Context: an optimization exercise on an open-source flow, tuned for small area and a short achievable clock period. The choices shown serve that exercise and are no tape-out recipe.
Function was checked by simulation only, so behaviour that the tests miss may differ from the original.

==> delta: inputs <==
==> flow/design.v <==
module fifo_chain_row #(
  parameter int data_width = 16
) (
  input  logic [data_width-1:0] s,     
  input  logic [data_width-1:0] n,     
  input  logic [data_width-1:0] x,     
  input  logic                  h,
  input  logic                  sh,
  input  logic                  w,
  output logic [data_width-1:0] y
);
  assign y = ~((s & {data_width{h}}) | (n & {data_width{sh}}) | (x & {data_width{w}}));
endmodule
module fifo_fwft_top (
  input  logic        clk,
  input  logic        rst_n,
  input  logic        clr,
  input  logic        wr_en,
  input  logic [15:0] din,
  input  logic        rd_en,
  output logic [15:0] dout,
  output logic        valid,
  output logic        full,
  output logic        empty,
  output logic        almost_full,
  output logic        almost_empty,
  output logic [8:0]  count,
  output logic        overflow,
  output logic        underflow
);
  localparam int DW = 16;
  localparam int N  = 255;              
  logic [DW-1:0] r_s [1:N];             
  logic          r_phase;
  logic [8:0]    r_count, r_cnt;        
  logic [15:0]   r_mlo, r_mhi;          
  logic          r_mnz;                 
  logic [DW-1:0] r_dout;
  logic          r_valid, r_vld;        
  logic          r_full, r_ful;         
  logic          r_empty, r_afull, r_aempty, r_ovf, r_udf;
  logic wr_acc, rd_acc, load, nload, wr_ld, wr_nl;
  assign wr_acc = wr_en & ~r_ful & ~clr;
  assign rd_acc = rd_en & r_vld & ~clr;
  assign load   = ~clr & r_mnz & (~r_vld | rd_en);    
  assign nload  = ~load;
  assign wr_ld  = wr_acc & load;
  assign wr_nl  = wr_acc & ~load;
  logic [N:0] at;                       
  always_comb
    for (int r = 0; r <= N; r++) at[r] = r_mhi[r / 16] & r_mlo[r % 16];
  logic [N:1] w, sh, h;
  always_comb begin
    for (int r = 1; r <= N; r++) begin
      w[r]  = (wr_ld & at[r]) | (wr_nl & at[r-1]);
      h[r]  = ~(load | (wr_acc & at[r-1]));
      sh[r] = ~(nload | (wr_acc & at[r]));
    end
  end
  logic [DW-1:0] x;
  assign x = din ^ {DW{r_phase}};
  logic [DW-1:0] s_n [1:N];
  for (genvar r = 1; r <= N; r++) begin : g_row
    fifo_chain_row #(.data_width(DW)) u_row (
      .s(r_s[r]), .n((r < N) ? r_s[(r < N) ? r+1 : r] : '0), .x(x),
      .h(h[r]), .sh(sh[r]), .w(w[r]), .y(s_n[r]));
  end
  always_ff @(posedge clk) begin
    for (int r = 1; r <= N; r++) r_s[r] <= s_n[r];
  end
  logic inc, dec, inc_m, dec_m;
  assign inc   = wr_acc & ~rd_acc;
  assign dec   = rd_acc & ~wr_acc;
  assign inc_m = wr_acc & ~load;
  assign dec_m = load & ~wr_acc;
  logic [8:0] cnt_n;
  logic [15:0] mlo_n, mhi_n;
  logic       full_n, afull_n, aempty_n, mnz_n;
  always_comb begin
    cnt_n    = inc ? r_cnt + 9'd1 : dec ? r_cnt - 9'd1 : r_cnt;
    full_n   = inc ? (r_cnt == 9'd255) : dec ? 1'b0 : r_ful;
    afull_n  = inc ? (r_cnt >= 9'd239) : dec ? (r_cnt >= 9'd241) : r_afull;
    aempty_n = inc ? (r_cnt <= 9'd15)  : dec ? (r_cnt <= 9'd17)  : r_aempty;
    mlo_n    = inc_m ? {r_mlo[14:0], r_mlo[15]} : dec_m ? {r_mlo[0], r_mlo[15:1]} : r_mlo;
    mhi_n    = (inc_m & r_mlo[15]) ? {r_mhi[14:0], r_mhi[15]} :
               (dec_m & r_mlo[0])  ? {r_mhi[0], r_mhi[15:1]} : r_mhi;
    mnz_n    = inc_m ? 1'b1 : dec_m ? ~(r_mhi[0] & r_mlo[1]) : r_mnz;
  end
  always_ff @(posedge clk or negedge rst_n) begin
    if (!rst_n) begin
      r_phase  <= 1'b0;
      r_count  <= '0;
      r_cnt    <= '0;
      r_mlo    <= 16'd1;
      r_mhi    <= 16'd1;
      r_mnz    <= 1'b0;
      r_dout   <= '0;
      r_valid  <= 1'b0;
      r_vld    <= 1'b0;
      r_empty  <= 1'b1;
      r_full   <= 1'b0;
      r_ful    <= 1'b0;
      r_afull  <= 1'b0;
      r_aempty <= 1'b1;
      r_ovf    <= 1'b0;
      r_udf    <= 1'b0;
    end else begin
      r_phase <= ~r_phase;
      if (clr) begin
        r_count  <= '0;
        r_cnt    <= '0;
        r_mlo    <= 16'd1;
      r_mhi    <= 16'd1;
        r_mnz    <= 1'b0;
        r_dout   <= '0;
        r_valid  <= 1'b0;
        r_vld    <= 1'b0;
        r_empty  <= 1'b1;
        r_full   <= 1'b0;
        r_ful    <= 1'b0;
        r_afull  <= 1'b0;
        r_aempty <= 1'b1;
        r_ovf    <= 1'b0;
        r_udf    <= 1'b0;
      end else begin
        r_count  <= cnt_n;
        r_cnt    <= cnt_n;
        r_mlo    <= mlo_n;
        r_mhi    <= mhi_n;
        r_mnz    <= mnz_n;
        r_full   <= full_n;
        r_ful    <= full_n;
        r_afull  <= afull_n;
        r_aempty <= aempty_n;
        if (wr_en & r_ful)   r_ovf <= 1'b1;
        if (rd_en & ~r_vld)  r_udf <= 1'b1;
        if (load) begin
          r_dout  <= r_s[1] ^ {DW{r_phase}};
          r_valid <= 1'b1;
          r_vld   <= 1'b1;
          r_empty <= 1'b0;
        end else if (rd_acc) begin
          r_dout  <= '0;
          r_valid <= 1'b0;
          r_vld   <= 1'b0;
          r_empty <= 1'b1;
        end
      end
    end
  end
  assign dout         = r_dout;
  assign valid        = r_valid;
  assign empty        = r_empty;
  assign full         = r_full;
  assign almost_full  = r_afull;
  assign almost_empty = r_aempty;
  assign count        = r_count;
  assign overflow     = r_ovf;
  assign underflow    = r_udf;
endmodule
==> flow/flow/run.sh <==
#!/bin/bash
# The standard layout (the standard.sh, unchanged synthesis, floorplan, power grid,
# placement, clock tree and routing), with one difference: the buffers that the flow puts on
# every input and output port are buf_4 cells rather than the cell buffer_ports picks by
# itself. The whole make output goes to standard_flow.log in this folder; ORFS's per-step
# logs stay under orfs/logs.
set -euo pipefail
export BUFFER_PORTS_ARGS="-buffer_cell sky130_fd_sc_hd__buf_4"
bash standard.sh "BUFFER_PORTS_ARGS=-buffer_cell sky130_fd_sc_hd__buf_4" finish > standard_flow.log 2>&1
==> flow/standard.sh <==
#!/bin/bash
# synth_recipe.tcl (not shown) runs the flow's synth.tcl, then flattens the netlist and writes it again
# the make line also repeats each setting of config.mk as NAME=value (left out here)
make -C /OpenROAD-flow-scripts/flow DESIGN_CONFIG=/design/flow/config.mk WORK_HOME=/design/flow/orfs CLKGATE_MAP_FILE= SYNTH_SCRIPT=/design/flow/synth_recipe.tcl "${@:-finish}"
==> flow/config.mk <==
export PLATFORM = sky130hd
export DESIGN_NAME = fifo_fwft_top
export DESIGN_NICKNAME = fifo_fwft_top
export VERILOG_FILES = /design/flow/design.v
export SDC_FILE = /design/flow/constraint.sdc
export NUM_CORES = 4
export LEC_CHECK = 0
export ABC_CLOCK_PERIOD_IN_PS = 2500
export CAP_MARGIN = 20
export CORE_MARGIN = 2
export CORE_UTILIZATION = 45
export CTS_BUF_LIST = sky130_fd_sc_hd__clkbuf_8 sky130_fd_sc_hd__clkbuf_16
export CTS_CLUSTER_DIAMETER = 60
export CTS_CLUSTER_SIZE = 30
export SETUP_SLACK_MARGIN = 2.4
export SLEW_MARGIN = 20
export SYNTH_HIERARCHICAL = 1
export SYNTH_MEMORY_MAX_BITS = 8192
export SYNTH_MINIMUM_KEEP_SIZE = 0
export TNS_END_PERCENT = 20
==> flow/constraint.sdc <==
create_clock -name core_clock -period 5.0 [get_ports {clk}]
set_input_delay 1.0000 -clock core_clock [delete_from_list [all_inputs] [get_ports {clk}]]
set_output_delay 1.0000 -clock core_clock [all_outputs]
set_load 0.01 [all_outputs]
==> quartz: changes against delta <==
==> flow/design.v (replaced) <==
module fifo_chain_row #(
  parameter int data_width = 16
) (
  input  logic [data_width-1:0] s,     
  input  logic [data_width-1:0] n,     
  input  logic [data_width-1:0] x,     
  input  logic                  h,
  input  logic                  sh,
  input  logic                  w,
  output logic [data_width-1:0] y
);
  assign y = ~((s & {data_width{h}}) | (n & {data_width{sh}}) | (x & {data_width{w}}));
endmodule
module fifo_fwft_top (
  input  logic        clk,
  input  logic        rst_n,
  input  logic        clr,
  input  logic        wr_en,
  input  logic [15:0] din,
  input  logic        rd_en,
  output logic [15:0] dout,
  output logic        valid,
  output logic        full,
  output logic        empty,
  output logic        almost_full,
  output logic        almost_empty,
  output logic [8:0]  count,
  output logic        overflow,
  output logic        underflow
);
  localparam int data_width = 16;
  localparam int addr_width = 8;
  localparam int data_depth = 256;
  localparam int afull_th   = 240;
  localparam int aempty_th  = 16;
  localparam int N = data_depth - 1;    
  logic [data_width-1:0] r_s [1:N];     
  logic                  r_phase;
  logic [addr_width:0]   r_count;
  logic [addr_width-1:0] r_m;           
  logic                  r_mnz;         
  logic [data_width-1:0] r_dout;
  logic                  r_valid, r_empty, r_full, r_afull, r_aempty, r_ovf, r_udf;
  logic wr_acc, rd_acc, load, wr_ld, wr_nl;
  logic [addr_width:0]   cnt_n;
  logic [addr_width-1:0] m_n;
  assign wr_acc = wr_en & ~r_full & ~clr;
  assign rd_acc = rd_en & r_valid & ~clr;
  assign load   = ~clr & r_mnz & (~r_valid | rd_acc);
  assign wr_ld  = wr_acc & load;
  assign wr_nl  = wr_acc & ~load;
  logic [N:1] w, sh, h;
  always_comb begin
    for (int r = 1; r <= N; r++) begin
      w[r]  = (wr_ld & (r_m == addr_width'(r))) | (wr_nl & (r_m == addr_width'(r - 1)));
      sh[r] = load & ~w[r];
      h[r]  = ~load & ~w[r];
    end
  end
  logic [data_width-1:0] x;
  assign x = din ^ {data_width{r_phase}};
  logic [data_width-1:0] s_n [1:N];
  for (genvar r = 1; r <= N; r++) begin : g_row
    fifo_chain_row #(.data_width(data_width)) u_row (
      .s(r_s[r]), .n((r < N) ? r_s[(r < N) ? r+1 : r] : '0), .x(x),
      .h(h[r]), .sh(sh[r]), .w(w[r]), .y(s_n[r]));
  end
  always_ff @(posedge clk) begin
    for (int r = 1; r <= N; r++) r_s[r] <= s_n[r];
  end
  always_comb begin
    cnt_n = r_count;
    if (wr_acc & ~rd_acc) cnt_n = r_count + 1'b1;
    else if (~wr_acc & rd_acc) cnt_n = r_count - 1'b1;
    m_n = r_m;
    if (wr_acc & ~load) m_n = r_m + 1'b1;
    else if (~wr_acc & load) m_n = r_m - 1'b1;
  end
  always_ff @(posedge clk or negedge rst_n) begin
    if (!rst_n) begin
      r_phase  <= 1'b0;
      r_count  <= '0;
      r_m      <= '0;
      r_mnz    <= 1'b0;
      r_dout   <= '0;
      r_valid  <= 1'b0;
      r_empty  <= 1'b1;
      r_full   <= 1'b0;
      r_afull  <= 1'b0;
      r_aempty <= 1'b1;
      r_ovf    <= 1'b0;
      r_udf    <= 1'b0;
    end else begin
      r_phase <= ~r_phase;
      if (clr) begin
        r_count  <= '0;
        r_m      <= '0;
        r_mnz    <= 1'b0;
        r_dout   <= '0;
        r_valid  <= 1'b0;
        r_empty  <= 1'b1;
        r_full   <= 1'b0;
        r_afull  <= 1'b0;
        r_aempty <= 1'b1;
        r_ovf    <= 1'b0;
        r_udf    <= 1'b0;
      end else begin
        r_count  <= cnt_n;
        r_m      <= m_n;
        r_mnz    <= (m_n != '0);
        r_full   <= (cnt_n == (addr_width+1)'(data_depth));
        r_afull  <= (cnt_n >= (addr_width+1)'(afull_th));
        r_aempty <= (cnt_n <= (addr_width+1)'(aempty_th));
        if (wr_en & r_full)  r_ovf <= 1'b1;
        if (rd_en & ~r_valid) r_udf <= 1'b1;
        if (load) begin
          r_dout  <= r_s[1] ^ {data_width{r_phase}};
          r_valid <= 1'b1;
          r_empty <= 1'b0;
        end else if (rd_acc) begin
          r_dout  <= '0;
          r_valid <= 1'b0;
          r_empty <= 1'b1;
        end
      end
    end
  end
  assign dout         = r_dout;
  assign valid        = r_valid;
  assign empty        = r_empty;
  assign full         = r_full;
  assign almost_full  = r_afull;
  assign almost_empty = r_aempty;
  assign count        = r_count;
  assign overflow     = r_ovf;
  assign underflow    = r_udf;
endmodule
==> flow/run.sh (new file) <==
#!/bin/bash
# synth_recipe.tcl (not shown) runs the flow's synth.tcl, then flattens the netlist and writes it again
# the make line also repeats each setting of config.mk as NAME=value (left out here)
make -C /OpenROAD-flow-scripts/flow DESIGN_CONFIG=/design/flow/config.mk WORK_HOME=/design/flow/orfs CLKGATE_MAP_FILE= SYNTH_SCRIPT=/design/flow/synth_recipe.tcl finish
ABC_CLOCK_PERIOD_IN_PS = default   (was 2500)
CORE_UTILIZATION = 40   (was 45)
CTS_BUF_LIST = default   (was sky130_fd_sc_hd__clkbuf_8 sky130_fd_sc_hd__clkbuf_16)
CTS_CLUSTER_DIAMETER = default   (was 60)
CTS_CLUSTER_SIZE = default   (was 30)
SETUP_SLACK_MARGIN = default   (was 2.4)
TNS_END_PERCENT = default   (was 20)
removed: flow/flow/run.sh
removed: flow/standard.sh
==> metrics.md <==
| Metric | Value |
|---|---|
| Outcome | no timing/DRC/antenna violations |
| Total Wirelength | around 450000 um |
| FFs & Latches | ~4100 |
| PnR worst setup slack | 2.22 ns |
| Worst setup SP type | flip-flop |
| FF-to-FF path depth | 9 |
| Minimum clock period | 2.78 ns |
| Critical Path Stages | 9 |
| Post-synthesis async set-or-reset flop share | about 1.6% |
That was delta.
==> metrics.md <==
| Metric | Value |
|---|---|
| PnR worst setup slack | 1.00 ns |
| Worst setup SP type | input pin |
| Total Wirelength | between 400000 and 500000 um |
| FFs & Latches | between 4000 and 5000 |
| Critical Path Stages | 8 |
| Post-synthesis async set-or-reset flop share | 1.02% |
| Minimum clock period | 4.00 ns |
| Outcome | no timing/DRC/antenna violations |
That was quartz.

## separate check: timing with driven ports
No port has a modelled driver above. Below, the same layouts with a new extraction and two added sets of constraints. Step 1 sets driving cells, clkbuf_16 on the clock port and buf_2 on the other inputs (assumed; they add their load-dependent delay and slew). Step 2 also shifts input and output timing later by t, the mid clock arrival at the registers, as if the neighbouring blocks saw the same clock. Three values: ideal ports, drivers, drivers and shift; two values: the first two.
run	shift t [ns]	slack for setup (ns)	hold slack, ns	slew at the worst register clock pin (ns)
delta	1.035	2.216 / 2.216 / 1.355	0.321 / 0.254 / 0.431	0.11 / 0.11
quartz	1.002	1.005 / 1.081 / 0.079	0.108 / 0.028 / 0.439	0.07 / 0.07
After both steps setup and hold are still met in every run listed. For quartz, which loses most, drivers alone change the setup slack by +0.076 ns; drivers and shift together by -0.926 ns.
